This design comes from an exercise in tuning for small area on the open sky130 flow, not from production work. RTL that was checked went through simulation tests only; none was proved equivalent to the original. Power figures rest on the tool's default switching activity, not on a simulated workload.

run a:
// avalon_flit_bridge_mc
module avalon_flit_bridge_mc #(
  parameter int NUM_CH   = 4,
  parameter int FLIT_W   = 32,
  parameter int TX_DEPTH = 8,
  parameter int RX_DEPTH = 8
) (
  input  logic                       CLK,
  input  logic                       RST,
  input  logic [2:0]                 avs_address,
  input  logic                       avs_read,
  output logic [31:0]                avs_readdata,
  output logic                       avs_readdatavalid,
  input  logic                       avs_write,
  input  logic [31:0]                avs_writedata,
  output logic                       irq,
  output logic [NUM_CH*FLIT_W-1:0]   deq_flit,
  output logic [NUM_CH-1:0]          RDY_deq_flit,
  input  logic [NUM_CH-1:0]          EN_deq_flit,
  input  logic [NUM_CH*FLIT_W-1:0]   enq_flit,
  input  logic [NUM_CH-1:0]          EN_enq_flit,
  output logic [NUM_CH-1:0]          RDY_enq_flit
);
export LEC_CHECK = 0
export CAP_MARGIN = 20
export CORE_MARGIN = 2
export CORE_UTILIZATION = 40
export SLEW_MARGIN = 20
create_clock -name core_clock -period 5.5 [get_ports {CLK}]
standard.sh (not shown) runs the stock make flow with config.mk's settings and CLKGATE_MAP_FILE= SYNTH_SCRIPT=/design/flow/synth_recipe.tcl, a recipe that flattens the netlist after the stock synthesis.
==> flow/flow/run.sh <==
#!/bin/bash
# Standard ORFS layout with smaller port buffers, larger CTS sink clusters and no CTS dummy loads.
set -euo pipefail
export BUFFER_PORTS_ARGS="-buffer_cell sky130_fd_sc_hd__buf_1"
export CTS_ARGS="-sink_clustering_enable -repair_clock_nets -dont_use_dummy_load -sink_clustering_size 30 -sink_clustering_max_diameter 60 -buf_list sky130_fd_sc_hd__clkbuf_16"
bash standard.sh > standard.log 2>&1
Modified inputs, run b compared to run a
- putting CTS_BUF_LIST at sky130_fd_sc_hd__clkbuf_8 where nothing was set
==> flow/run.sh (new file) <==
#!/bin/bash
# synth_recipe.tcl (not shown) runs the flow's synth.tcl, then flattens the netlist and writes it again
# the make line also repeats each setting of config.mk as NAME=value (left out here)
make -C /OpenROAD-flow-scripts/flow DESIGN_CONFIG=/design/flow/config.mk WORK_HOME=/design/flow/orfs CLKGATE_MAP_FILE= SYNTH_SCRIPT=/design/flow/synth_recipe.tcl finish
removed: flow/flow/run.sh
removed: flow/standard.sh
- On run b: transition at the pin with the smallest max-transition slack is 0.13 ns lower than what run a gave.
- Between run b and run a, the final worst-path setup slack is higher for run a.
- Sequential share of cell area, run b and run a, higher one = run a.
- The core utilization in run b sits 2.7 points above the value recorded for run a.
- Total power divided by cell area in run b is 6.1% above run a.
- Higher power in the clock group goes to run b over run a.
- Run b ran to completion and came out clean on the timing, DRC and antenna checks.
- Total wirelength of the detailed-routed design deteriorates in run b relative to run a.
- Run a and run b ended up with roughly the same area taken by multi-input logic gates.
- Design area came out higher on run b than on run a.
- Summary: with run a as the reference, routed length on met2 in run b moved up slightly.
No functional check of the RTL was part of any run of this note.


## run A
Another version of the RTL of avalon_flit_bridge_mc (not shown whole).
Size: ~4000 cells after synthesis, ~2200 flip-flops, about 77000 um^2 of cells after synthesis.
Settings: LEC_CHECK=0, CAP_MARGIN=0, CORE_MARGIN=2, CORE_UTILIZATION=65, PLACE_DENSITY=0.8, SLEW_MARGIN=0; clock period 5.5 ns.
==> flow/flow/run.sh <==
#!/bin/bash
# ORFS layout as standard.sh runs it, with these changes:
#  - synthesis maps the logic with an area-oriented ABC script and lets ABC
#    map the small adders too (no adder cells); the registers are unchanged,
#  - port buffers use the smallest buffer cell,
#  - CTS uses larger sink clusters and no dummy loads.
set -euo pipefail
rm -rf scripts_area
cp -r "$FLOW_HOME/scripts" scripts_area
cp flow/abc_speed.script scripts_area/abc_speed.script
export BUFFER_PORTS_ARGS="-buffer_cell sky130_fd_sc_hd__buf_1"
export CTS_ARGS="-sink_clustering_enable -repair_clock_nets -dont_use_dummy_load -sink_clustering_size 16 -sink_clustering_max_diameter 60 -buf_list sky130_fd_sc_hd__clkbuf_8"
ADDER_MAP_FILE= SCRIPTS_DIR="$PWD/scripts_area" bash standard.sh synth > synth.log 2>&1
bash standard.sh > standard.log 2>&1
==> flow/flow/abc_speed.script <==
&get -n
&st
&syn2
&dch -f
&nf -R 1000 -p -C 32
&put
Relative to run A, the following input files were edited for run B:
- SLEW_MARGIN: 0 -> 20
- CORE_UTILIZATION: 65 -> 40
- CAP_MARGIN: 0 -> 20
- PLACE_DENSITY: 0.8 -> unset
## What came out
- Met1 layer wirelength in the final routing: higher on run B
- The final layout net count of run B exceeds that of run A by 30.
- Depth of the worst register-to-register path is higher on run B
- Diff run A -> run B: buffering stage count on the worst path with inverters included did not really move, fraction of layout instances using a drive strength above 1 went up.
For run C, these inputs were changed with respect to run B:
- CORE_UTILIZATION changed from 40 to 65
- PLACE_DENSITY newly set to 0.8
==> run summary <==
- Final clock skew: run C < run B
- Vias: run C more than run B
- Area of all placed cells without fillers: higher on run B
- Compared to run B, run C leaves less free space in the core.
- Compared with run B, run C shows a final worst slack that is 0.057 ns lower.
- Proportion of cell area occupied by registers: run C vs run B up 1.2 points
- Reported for run C and run B, number of port buffers turned out identical to the last digit.
- Comparing run C against run B, there is no change at all in compound-cell area share of the yosys netlist.
## Diff of input files: run D against run C
- CAP_MARGIN: 20 -> 0
- SLEW_MARGIN: 20 -> 0
- GPL_ROUTABILITY_DRIVEN: unset -> 0
--- a/flow/flow/run.sh
+++ b/flow/flow/run.sh
@@ -12 +12 @@
-export CTS_ARGS="-sink_clustering_enable -repair_clock_nets -dont_use_dummy_load -sink_clustering_size 16 -sink_clustering_max_diameter 60 -buf_list sky130_fd_sc_hd__clkbuf_8"
+export CTS_ARGS="-sink_clustering_enable -repair_clock_nets -dont_use_dummy_load -sink_clustering_size 18 -sink_clustering_max_diameter 60 -buf_list sky130_fd_sc_hd__clkbuf_8"
### Flow results
Relative to run C, area growth from synthesis to layout has gone down in run D. Diff run C -> run D | clock buffer count from CTS | down by a little under 10%. Setup skew after layout in run D is 0.014 ns higher than in run C. Diff run C -> run D: routed via count divided by cell count +about 0.8%; multi-input combinational gate total ~0 delta; routed wire length +about 0.6%. Diff run C -> run D | final non-filler cell area | down slightly. The power consumption in run D sits about 0.8% below the value recorded for run C. Highest ir drop seen on vdd (run D vs. run C) increases by more than 10%. Comparing part of the power in combinational logic for run D and run C, the bigger number came from run D.


## rev 12
RTL: one of the versions met above, not the one the previous note started from.
For scale: ~4,600 cells after synthesis, ~350 I/O pins.
Settings: LEC_CHECK=0, CAP_MARGIN=20, CORE_MARGIN=2, CORE_UTILIZATION=40, SLEW_MARGIN=20; clock period 5.5 ns.
==> flow/flow/run.sh <==
#!/bin/bash
# Standard ORFS layout with smaller port buffers, larger CTS sink clusters and no CTS dummy loads.
set -euo pipefail
export BUFFER_PORTS_ARGS="-buffer_cell sky130_fd_sc_hd__buf_1"
export CTS_ARGS="-sink_clustering_enable -repair_clock_nets -dont_use_dummy_load -sink_clustering_size 16 -sink_clustering_max_diameter 60 -buf_list sky130_fd_sc_hd__clkbuf_8"
bash standard.sh > standard.log 2>&1
Rev 12 completed every stage of the flow, and the final layout passed the timing, DRC and antenna checks.
Modified inputs, rev 13 compared to rev 12
==> flow/flow/run.sh <==
#!/bin/bash
# Standard ORFS layout with smaller port buffers and no CTS dummy loads.
set -euo pipefail
export BUFFER_PORTS_ARGS="-buffer_cell sky130_fd_sc_hd__buf_1"
export CTS_ARGS="-sink_clustering_enable -repair_clock_nets -dont_use_dummy_load -buf_list sky130_fd_sc_hd__clkbuf_8"
bash standard.sh > standard.log 2>&1
## What came out
Number of antenna cells inserted was lower in the run labelled rev 13.
The clock latency on the worst-skew pair number comes out higher for rev 13 vs rev 12.
Going from rev 12 to rev 13, die area level; part of the total power dissipated in combinational logic has decreased.
Rev 13 against rev 12: wire length now larger, global-route usage climbed 0.26 points.
Area added between synthesis and finish for rev 13: 3.2 points up relative to rev 12
Rev 13 against rev 12: number of cells on the worst reg-to-reg path increased 1, clock buffer count from CTS rose 110%.
Function was not checked in any run of this note: the RTL went through the layout flow alone.


Another version of the RTL of avalon_flit_bridge_mc (not shown whole).
For scale: about 3900 cells after synthesis, roughly 2200 flip-flops.
Settings: LEC_CHECK=0, CAP_MARGIN=20, CORE_MARGIN=2, CORE_UTILIZATION=65, PLACE_DENSITY=0.8, SLEW_MARGIN=20; clock period 5.5 ns.
==> flow/flow/run.sh <==
#!/bin/bash
# ORFS layout as standard.sh runs it, with three changes:
#  - synthesis maps the logic with an area-oriented ABC script (same registers),
#  - port buffers use the smallest buffer cell,
#  - CTS uses larger sink clusters and no dummy loads.
set -euo pipefail
rm -rf scripts_area
cp -r "$FLOW_HOME/scripts" scripts_area
cp flow/abc_speed.script scripts_area/abc_speed.script
export BUFFER_PORTS_ARGS="-buffer_cell sky130_fd_sc_hd__buf_1"
export CTS_ARGS="-sink_clustering_enable -repair_clock_nets -dont_use_dummy_load -sink_clustering_size 16 -sink_clustering_max_diameter 60 -buf_list sky130_fd_sc_hd__clkbuf_8"
SCRIPTS_DIR="$PWD/scripts_area" bash standard.sh synth > synth.log 2>&1
bash standard.sh > standard.log 2>&1
==> flow/flow/abc_speed.script <==
&get -n
&st
&syn2
&dch
&nf -R 1000 -p
&put
Next try:
--- a/flow/config.mk
+++ b/flow/config.mk
@@ -10,2 +10,3 @@
 export CORE_UTILIZATION = 65
+export GPL_TIMING_DRIVEN = 0
 export PLACE_DENSITY = 0.8
The changed run finished with setup timing left.
Via count came out higher by 3.0%.
Clock power came out higher by about 1%.
Final cell count came out lower by 0.53%.
Worst hold slack gets worse by 0.031 ns.
Die area does not change.
Combinational power came out higher by 11%.
Next try:
==> flow/flow/run.sh (replaced) <==
#!/bin/bash
# ORFS layout as standard.sh runs it, with these changes:
#  - synthesis maps the logic with an area-oriented ABC script and lets ABC
#    map the small adders too (no adder cells); the registers are unchanged,
#  - port buffers use the smallest buffer cell,
#  - CTS uses larger sink clusters and no dummy loads.
set -euo pipefail
rm -rf scripts_area
cp -r "$FLOW_HOME/scripts" scripts_area
cp flow/abc_speed.script scripts_area/abc_speed.script
export BUFFER_PORTS_ARGS="-buffer_cell sky130_fd_sc_hd__buf_1"
export CTS_ARGS="-sink_clustering_enable -repair_clock_nets -dont_use_dummy_load -sink_clustering_size 16 -sink_clustering_max_diameter 60 -buf_list sky130_fd_sc_hd__clkbuf_8"
ADDER_MAP_FILE= SCRIPTS_DIR="$PWD/scripts_area" bash standard.sh synth > synth.log 2>&1
bash standard.sh > standard.log 2>&1
==> flow/flow/abc_speed.script (replaced) <==
&get -n
&st
&syn2
&dch -f
&nf -R 1000 -p -C 32
&put
--- a/flow/config.mk
+++ b/flow/config.mk
@@ -9,5 +9,3 @@
 export CORE_MARGIN = 2
-export CORE_UTILIZATION = 65
-export GPL_TIMING_DRIVEN = 0
-export PLACE_DENSITY = 0.8
+export CORE_UTILIZATION = 40
 export SLEW_MARGIN = 20
After rerunning:
- This time the run finished clean
- die area increases by 60%
- combinational power decreases by about 40%
- worst setup slack improves by 0.85 ns
- clock power increases by about 2%
- area after synthesis decreases by about 1%
- final area decreases by about 2%
- register-to-register slack improves by 0.85 ns
- total power decreases by 5.5%
- clock-buffer cell count increases by 2
- global-route usage decreases by 15 points
Next try:
==> flow/flow/run.sh (replaced) <==
#!/bin/bash
# ORFS layout as standard.sh runs it, with three changes:
#  - synthesis maps the logic with an area-oriented ABC script (same registers),
#  - port buffers use the smallest buffer cell,
#  - CTS uses larger sink clusters and no dummy loads.
set -euo pipefail
rm -rf scripts_area
cp -r "$FLOW_HOME/scripts" scripts_area
cp flow/abc_speed.script scripts_area/abc_speed.script
export BUFFER_PORTS_ARGS="-buffer_cell sky130_fd_sc_hd__buf_1"
export CTS_ARGS="-sink_clustering_enable -repair_clock_nets -dont_use_dummy_load -sink_clustering_size 18 -sink_clustering_max_diameter 50 -buf_list sky130_fd_sc_hd__clkbuf_8"
SCRIPTS_DIR="$PWD/scripts_area" bash standard.sh synth > synth.log 2>&1
bash standard.sh > standard.log 2>&1
==> flow/flow/abc_speed.script (replaced) <==
&get -n
&st
&syn2
&dch
&nf -R 1000 -p
&put
--- a/flow/config.mk
+++ b/flow/config.mk
@@ -9,3 +9,4 @@
 export CORE_MARGIN = 2
-export CORE_UTILIZATION = 40
+export CORE_UTILIZATION = 65
+export PLACE_DENSITY = 0.8
 export SLEW_MARGIN = 20
Result: Sequential power came out lower by about 3%. Combinational power grows by 56%. Clock-buffer cell count shrinks by 6. Area after synthesis climbs by 1.0%. Utilization goes up by 27 points. Register-to-register slack gets worse by 0.11 ns. Routed wire length falls by 8.0%.
Next try:
==> flow/flow/run.sh (replaced) <==
#!/bin/bash
# ORFS layout as standard.sh runs it, with these changes:
#  - synthesis maps the logic with an area-oriented ABC script and lets ABC
#    map the small adders too (no adder cells); the registers are unchanged,
#  - port buffers use the smallest buffer cell,
#  - CTS uses larger sink clusters and no dummy loads.
set -euo pipefail
rm -rf scripts_area
cp -r "$FLOW_HOME/scripts" scripts_area
cp flow/abc_speed.script scripts_area/abc_speed.script
export BUFFER_PORTS_ARGS="-buffer_cell sky130_fd_sc_hd__buf_1"
export CTS_ARGS="-sink_clustering_enable -repair_clock_nets -dont_use_dummy_load -sink_clustering_size 16 -sink_clustering_max_diameter 60 -buf_list sky130_fd_sc_hd__clkbuf_8"
ADDER_MAP_FILE= SCRIPTS_DIR="$PWD/scripts_area" bash standard.sh synth > synth.log 2>&1
bash standard.sh > standard.log 2>&1
==> flow/flow/abc_speed.script (replaced) <==
&get -n
&st
&syn2
&dch -f
&nf -R 1000 -p -C 32
&put
After rerunning:
- cell count climbs by 0.87%
- global-route usage climbs by 0.67 points
- design area drops by 0.58%
- power drops by 4.4%
- first-iteration DRC count climbs by 3.2%
- maximum frequency barely changes
- clock skew drops by 0.011 ns
- clock-buffer cell count climbs by 2
- core utilization climbs by 0.54 points
- flip-flop and latch count does not change
No run of this note included a check of the RTL's function; only the layout flow was run.


The RTL this note starts from:
==> flow/design.v <==
package avalon_flit_bridge_mc_pkg;
  localparam logic [2:0] REG_STATUS  = 3'd0;
  localparam logic [2:0] REG_TX_DATA = 3'd1;
  localparam logic [2:0] REG_RX_DATA = 3'd2;
  localparam logic [2:0] REG_IRQ_EN  = 3'd3;
  localparam logic [2:0] REG_CH_SEL  = 3'd4;
  localparam logic [2:0] REG_COUNT   = 3'd5;
  localparam logic [2:0] REG_DROPS   = 3'd6;
  localparam logic [2:0] REG_CLEAR   = 3'd7;
  localparam int STAT_RX_NE_LSB = 0;
  localparam int STAT_TX_NF_LSB = 8;
  localparam int STAT_UNDERFLOW = 16;
  localparam int STAT_OVERFLOW  = 17;
  localparam int CLEAR_STICKY_BIT = 0;
  localparam int CLEAR_FLUSH_BIT  = 1;
  localparam logic [15:0] DROPS_MAX = 16'hFFFF;
endpackage
module flit_fifo #(
  parameter int W     = 32,
  parameter int DEPTH = 8
) (
  input  logic                     CLK,
  input  logic                     RST,
  input  logic                     enq,
  input  logic [W-1:0]             enq_data,
  input  logic                     deq,
  input  logic                     flush,
  output logic [DEPTH*W-1:0]       mem_flat,
  output logic [DEPTH-1:0]         rd_oh,
  output logic                     full,
  output logic                     empty,
  output logic [$clog2(DEPTH):0]   count
);
  localparam int AW = $clog2(DEPTH);
  logic [W-1:0]  mem [DEPTH];
  logic [AW-1:0] rd_ptr;    
  logic [AW-1:0] wr_ptr;
  logic [AW:0]   cnt;
  logic          do_enq;
  logic          do_deq;
  assign empty  = (cnt == '0);
  assign full   = cnt[AW];
  assign count  = cnt;
  assign wr_ptr = rd_ptr + cnt[AW-1:0];
  assign do_deq = deq && !empty && !flush;
  assign do_enq = enq && (!full || do_deq) && !flush;
  always_comb begin
    for (int k = 0; k < DEPTH; k++) begin
      rd_oh[k] = (rd_ptr == AW'(k));
      mem_flat[k*W +: W] = mem[k];
    end
  end
  always_ff @(posedge CLK or posedge RST) begin
    if (RST) begin
      cnt    <= '0;
    end else if (flush) begin
      cnt    <= '0;
    end else begin
      if (do_enq && !do_deq)      cnt <= cnt + (AW+1)'(1);
      else if (!do_enq && do_deq) cnt <= cnt - (AW+1)'(1);
    end
  end
  always_ff @(posedge CLK) begin
    if (do_deq) rd_ptr <= rd_ptr + AW'(1);
  end
  always_ff @(posedge CLK) begin
    for (int k = 0; k < DEPTH; k++)
      if (do_enq && wr_ptr == AW'(k)) mem[k] <= enq_data;
  end
endmodule
module avalon_flit_bridge_mc #(
  parameter int NUM_CH   = 4,
  parameter int FLIT_W   = 32,
  parameter int TX_DEPTH = 8,
  parameter int RX_DEPTH = 8
) (
  input  logic                       CLK,
  input  logic                       RST,
  input  logic [2:0]                 avs_address,
  input  logic                       avs_read,
  output logic [31:0]                avs_readdata,
  output logic                       avs_readdatavalid,
  input  logic                       avs_write,
  input  logic [31:0]                avs_writedata,
  output logic                       irq,
  output logic [NUM_CH*FLIT_W-1:0]   deq_flit,
  output logic [NUM_CH-1:0]          RDY_deq_flit,
  input  logic [NUM_CH-1:0]          EN_deq_flit,
  input  logic [NUM_CH*FLIT_W-1:0]   enq_flit,
  input  logic [NUM_CH-1:0]          EN_enq_flit,
  output logic [NUM_CH-1:0]          RDY_enq_flit
);
  localparam int TXC = $clog2(TX_DEPTH) + 1;
  localparam int RXC = $clog2(RX_DEPTH) + 1;
  logic [NUM_CH-1:0] tx_full, tx_empty, rx_full, rx_empty;
  logic [NUM_CH-1:0] tx_enq, rx_deq, flush, sel_mask;
  logic [TXC-1:0]    tx_count [NUM_CH];
  logic [RXC-1:0]    rx_count [NUM_CH];
  logic [TX_DEPTH*FLIT_W-1:0] tx_mem [NUM_CH];
  logic [RX_DEPTH*FLIT_W-1:0] rx_mem [NUM_CH];
  logic [TX_DEPTH-1:0] tx_rd_oh [NUM_CH];
  logic [RX_DEPTH-1:0] rx_rd_oh [NUM_CH];
  logic [1:0]        ch_sel;    
  logic [NUM_CH-1:0] irq_en;
  logic [15:0]       drops;
  logic              underflow, overflow;
  logic              rd_acc, wr_acc, tx_push_req, rx_pop_req, tx_drop, rd_rx;
  logic              sel_rx_empty, sel_tx_full, sel_core_deq;
  logic [TXC-1:0]    sel_tx_count;
  logic [RXC-1:0]    sel_rx_count;
  logic [31:0]       rd_mux, rx_rd;
  for (genvar i = 0; i < NUM_CH; i++) begin : g_ch
    flit_fifo #(.W(FLIT_W), .DEPTH(TX_DEPTH)) u_tx (
      .CLK      (CLK),
      .RST      (RST),
      .enq      (tx_enq[i]),
      .enq_data (avs_writedata[FLIT_W-1:0]),
      .deq      (EN_deq_flit[i]),
      .flush    (flush[i]),
      .mem_flat (tx_mem[i]),
      .rd_oh    (tx_rd_oh[i]),
      .full     (tx_full[i]),
      .empty    (tx_empty[i]),
      .count    (tx_count[i])
    );
    flit_fifo #(.W(FLIT_W), .DEPTH(RX_DEPTH)) u_rx (
      .CLK      (CLK),
      .RST      (RST),
      .enq      (EN_enq_flit[i]),
      .enq_data (enq_flit[i*FLIT_W +: FLIT_W]),
      .deq      (rx_deq[i]),
      .flush    (flush[i]),
      .mem_flat (rx_mem[i]),
      .rd_oh    (rx_rd_oh[i]),
      .full     (rx_full[i]),
      .empty    (rx_empty[i]),
      .count    (rx_count[i])
    );
    always_comb begin
      deq_flit[i*FLIT_W +: FLIT_W] = '0;
      for (int k = 0; k < TX_DEPTH; k++)
        deq_flit[i*FLIT_W +: FLIT_W] |= tx_mem[i][k*FLIT_W +: FLIT_W] & {FLIT_W{tx_rd_oh[i][k]}};
    end
  end
  assign RDY_deq_flit = ~tx_empty;
  assign RDY_enq_flit = ~rx_full;
  assign rd_acc = avs_read;
  assign wr_acc = avs_write && !avs_read;
  always_comb begin
    sel_mask     = '0;
    sel_rx_empty = 1'b1;
    sel_tx_full  = 1'b0;
    sel_core_deq = 1'b0;
    sel_tx_count = '0;
    sel_rx_count = '0;
    for (int i = 0; i < NUM_CH; i++) begin
      if (ch_sel == 2'(i)) begin
        sel_mask[i]  = 1'b1;
        sel_rx_empty = rx_empty[i];
        sel_tx_full  = tx_full[i];
        sel_core_deq = EN_deq_flit[i];
        sel_tx_count = tx_count[i];
        sel_rx_count = rx_count[i];
      end
    end
  end
  assign tx_push_req = wr_acc && (avs_address == avalon_flit_bridge_mc_pkg::REG_TX_DATA);
  assign rx_pop_req  = rd_acc && (avs_address == avalon_flit_bridge_mc_pkg::REG_RX_DATA);
  assign tx_enq      = tx_push_req ? sel_mask : '0;
  assign rx_deq      = rx_pop_req  ? sel_mask : '0;
  assign flush       = (wr_acc && (avs_address == avalon_flit_bridge_mc_pkg::REG_CLEAR) && avs_writedata[avalon_flit_bridge_mc_pkg::CLEAR_FLUSH_BIT])
                       ? sel_mask : '0;
  assign tx_drop     = tx_push_req && sel_tx_full && !sel_core_deq;
  assign rd_rx = (avs_address == avalon_flit_bridge_mc_pkg::REG_RX_DATA);
  always_comb begin
    rx_rd = '0;
    for (int i = 0; i < NUM_CH; i++)
      for (int k = 0; k < RX_DEPTH; k++)
        rx_rd |= rx_mem[i][k*FLIT_W +: FLIT_W]
                 & {FLIT_W{rd_rx && sel_mask[i] && !rx_empty[i] && rx_rd_oh[i][k]}};
  end
  always_comb begin
    rd_mux = rx_rd;
    case (avs_address)
      avalon_flit_bridge_mc_pkg::REG_STATUS: begin
        rd_mux[avalon_flit_bridge_mc_pkg::STAT_RX_NE_LSB +: NUM_CH] = ~rx_empty;
        rd_mux[avalon_flit_bridge_mc_pkg::STAT_TX_NF_LSB +: NUM_CH] = ~tx_full;
        rd_mux[avalon_flit_bridge_mc_pkg::STAT_UNDERFLOW]           = underflow;
        rd_mux[avalon_flit_bridge_mc_pkg::STAT_OVERFLOW]            = overflow;
      end
      avalon_flit_bridge_mc_pkg::REG_IRQ_EN:  rd_mux[NUM_CH-1:0] = irq_en;
      avalon_flit_bridge_mc_pkg::REG_CH_SEL:  rd_mux[2:0]        = {1'b0, ch_sel};
      avalon_flit_bridge_mc_pkg::REG_COUNT: begin
        rd_mux[7:0]  = 8'(sel_rx_count);
        rd_mux[15:8] = 8'(sel_tx_count);
      end
      avalon_flit_bridge_mc_pkg::REG_DROPS:   rd_mux[15:0]       = drops;
      default: ;
    endcase
  end
  always_ff @(posedge CLK or posedge RST) begin
    if (RST) begin
      ch_sel    <= '0;
      irq_en    <= '0;
      drops     <= '0;
      underflow <= 1'b0;
      overflow  <= 1'b0;
      irq       <= 1'b0;
    end else begin
      if (wr_acc) begin
        case (avs_address)
          avalon_flit_bridge_mc_pkg::REG_IRQ_EN: irq_en <= avs_writedata[NUM_CH-1:0];
          avalon_flit_bridge_mc_pkg::REG_CH_SEL: if (avs_writedata < 32'(NUM_CH)) ch_sel <= avs_writedata[1:0];
          avalon_flit_bridge_mc_pkg::REG_DROPS:  drops <= '0;
          avalon_flit_bridge_mc_pkg::REG_CLEAR: begin
            if (avs_writedata[avalon_flit_bridge_mc_pkg::CLEAR_STICKY_BIT]) begin
              underflow <= 1'b0;
              overflow  <= 1'b0;
            end
          end
          default: ;
        endcase
      end
      if (tx_drop) begin
        overflow <= 1'b1;
        if (drops != avalon_flit_bridge_mc_pkg::DROPS_MAX) drops <= drops + 16'd1;
      end
      if (rx_pop_req && sel_rx_empty) underflow <= 1'b1;
      irq <= |(~rx_empty & irq_en);
    end
  end
  always_ff @(posedge CLK or posedge RST) begin
    if (RST) avs_readdatavalid <= 1'b0;
    else     avs_readdatavalid <= rd_acc;
  end
  always_ff @(posedge CLK) avs_readdata <= rd_mux;
endmodule
Settings: LEC_CHECK=0, CAP_MARGIN=20, CORE_MARGIN=2, CORE_UTILIZATION=40, SLEW_MARGIN=20; clock period 5.5 ns.
==> flow/flow/run.sh <==
#!/bin/bash
# ORFS layout as standard.sh runs it, with three changes:
#  - synthesis maps the logic with an area-oriented ABC script (same registers),
#  - port buffers use the smallest buffer cell,
#  - CTS uses larger sink clusters and no dummy loads.
set -euo pipefail
rm -rf scripts_area
cp -r "$FLOW_HOME/scripts" scripts_area
cp flow/abc_speed.script scripts_area/abc_speed.script
export BUFFER_PORTS_ARGS="-buffer_cell sky130_fd_sc_hd__buf_1"
export CTS_ARGS="-sink_clustering_enable -repair_clock_nets -dont_use_dummy_load -sink_clustering_size 28 -sink_clustering_max_diameter 100 -buf_list sky130_fd_sc_hd__clkbuf_16"
SCRIPTS_DIR="$PWD/scripts_area" bash standard.sh synth > synth.log 2>&1
bash standard.sh > standard.log 2>&1
==> flow/flow/abc_speed.script <==
&get -n
&st
&syn2
&dch
&nf -R 1000 -p
&put
The baseline went through all stages and came out clean.
Then changed:
--- a/flow/flow/run.sh
+++ b/flow/flow/run.sh
@@ -10,3 +10,3 @@
 export BUFFER_PORTS_ARGS="-buffer_cell sky130_fd_sc_hd__buf_1"
-export CTS_ARGS="-sink_clustering_enable -repair_clock_nets -dont_use_dummy_load -sink_clustering_size 28 -sink_clustering_max_diameter 100 -buf_list sky130_fd_sc_hd__clkbuf_16"
+export CTS_ARGS="-sink_clustering_enable -repair_clock_nets -dont_use_dummy_load -sink_clustering_size 16 -sink_clustering_max_diameter 60 -buf_list sky130_fd_sc_hd__clkbuf_8"
 SCRIPTS_DIR="$PWD/scripts_area" bash standard.sh synth > synth.log 2>&1
CORE_UTILIZATION = 65   (was 40)
PLACE_DENSITY = 0.8   (was default)
The new run ran to the end with no violations.
Area after synthesis does not change.
Worst setup slack loses 0.11 ns.
Die area came out lower by 38%.
Then changed:
CORE_UTILIZATION = 40   (was 65)
PLACE_DENSITY = default   (was 0.8)
Count of clock-buffer cells in the layout grows by 7.
Clock power grows by 3.9%.
Global-route usage shrinks by 12 points.
Cell area grows by 1.7%.
Setup slack got worse by 0.060 ns.
Area after synthesis does not change.
Routed wire length grows by 8.5%.
Clock skew grows by 0.023 ns.

==> static timing again, ports no longer ideal <==
No port has a modelled driver above. Below, the same layouts with a new extraction and two added sets of constraints. Step 1: set_driving_cell puts a clkbuf_16 on CLK and a buf_2 on each other input, an assumption about the parent block. Step 2 adds t to the input delays and takes it off the output delays; t is the mean of the earliest and latest rising clock arrival at the registers after step 1. Input paths then give back, and output paths get back, about the clock's delay inside the block. a / b / c = ideal / step 1 / step 2; a / b = the first two.
| run | t (ns) | setup WS [ns] | worst setup path at the end | clock arrival spread, ns | worst data-port slew with drivers (ns) |
|---|---|---|---|---|---|
| run a of note 1 | 0.859 | 0.800 / 0.714 / 0.777 | input to register | 0.090 / 0.089 | 0.19 |
| run b of note 1 | 1.123 | 0.462 / 0.373 / 0.502 | input to register | 0.081 / 0.081 | 0.18 |
| run A of note 2 | 0.929 | 0.675 / 0.675 / 0.628 | input to register | 0.072 / 0.071 | 0.22 |
| run B of note 2 | 0.991 | 0.826 / 0.826 / 0.826 | register to register | 0.118 / 0.118 | 0.19 |
| run C of note 2 | 0.937 | 0.769 / 0.769 / 0.667 | input to register | 0.088 / 0.088 | 0.21 |
| run D of note 2 | 0.924 | 0.192 / 0.192 / 0.192 | register to register | 0.105 / 0.106 | 0.20 |
| rev 12 | 1.023 | 0.650 / 0.560 / 0.764 | input to register | 0.136 / 0.136 | 0.17 |
| rev 13 | 1.097 | 0.536 / 0.456 / 0.743 | input to register | 0.098 / 0.097 | 0.19 |
| the first run of note 4 | 0.921 | 0.659 / 0.659 / 0.659 | register to register | 0.106 / 0.107 | 0.22 |
| the second run of note 4 | 0.935 | -0.075 / -0.075 / -0.075 | register to register | 0.118 / 0.118 | 0.24 |
| the third run of note 4 | 0.995 | 0.777 / 0.777 / 0.777 | register to register | 0.107 / 0.106 | 0.21 |
| the fourth run of note 4 | 0.914 | 0.663 / 0.663 / 0.663 | register to register | 0.106 / 0.105 | 0.23 |
| the fifth run of note 4 | 0.930 | 0.657 / 0.657 / 0.657 | register to register | 0.096 / 0.096 | 0.17 |
| the first run of note 5 | 0.819 | 1.093 / 1.011 / 0.678 | input to register | 0.111 / 0.110 | 0.24 |
| the second run of note 5 | 0.910 | 0.979 / 0.918 / 0.611 | input to register | 0.095 / 0.095 | 0.21 |
| the third run of note 5 | 0.995 | 0.920 / 0.837 / 0.685 | input to register | 0.116 / 0.115 | 0.24 |
For the first run of note 5, which loses most, drivers alone change the setup slack by -0.082 ns; drivers and shift together by -0.415 ns.
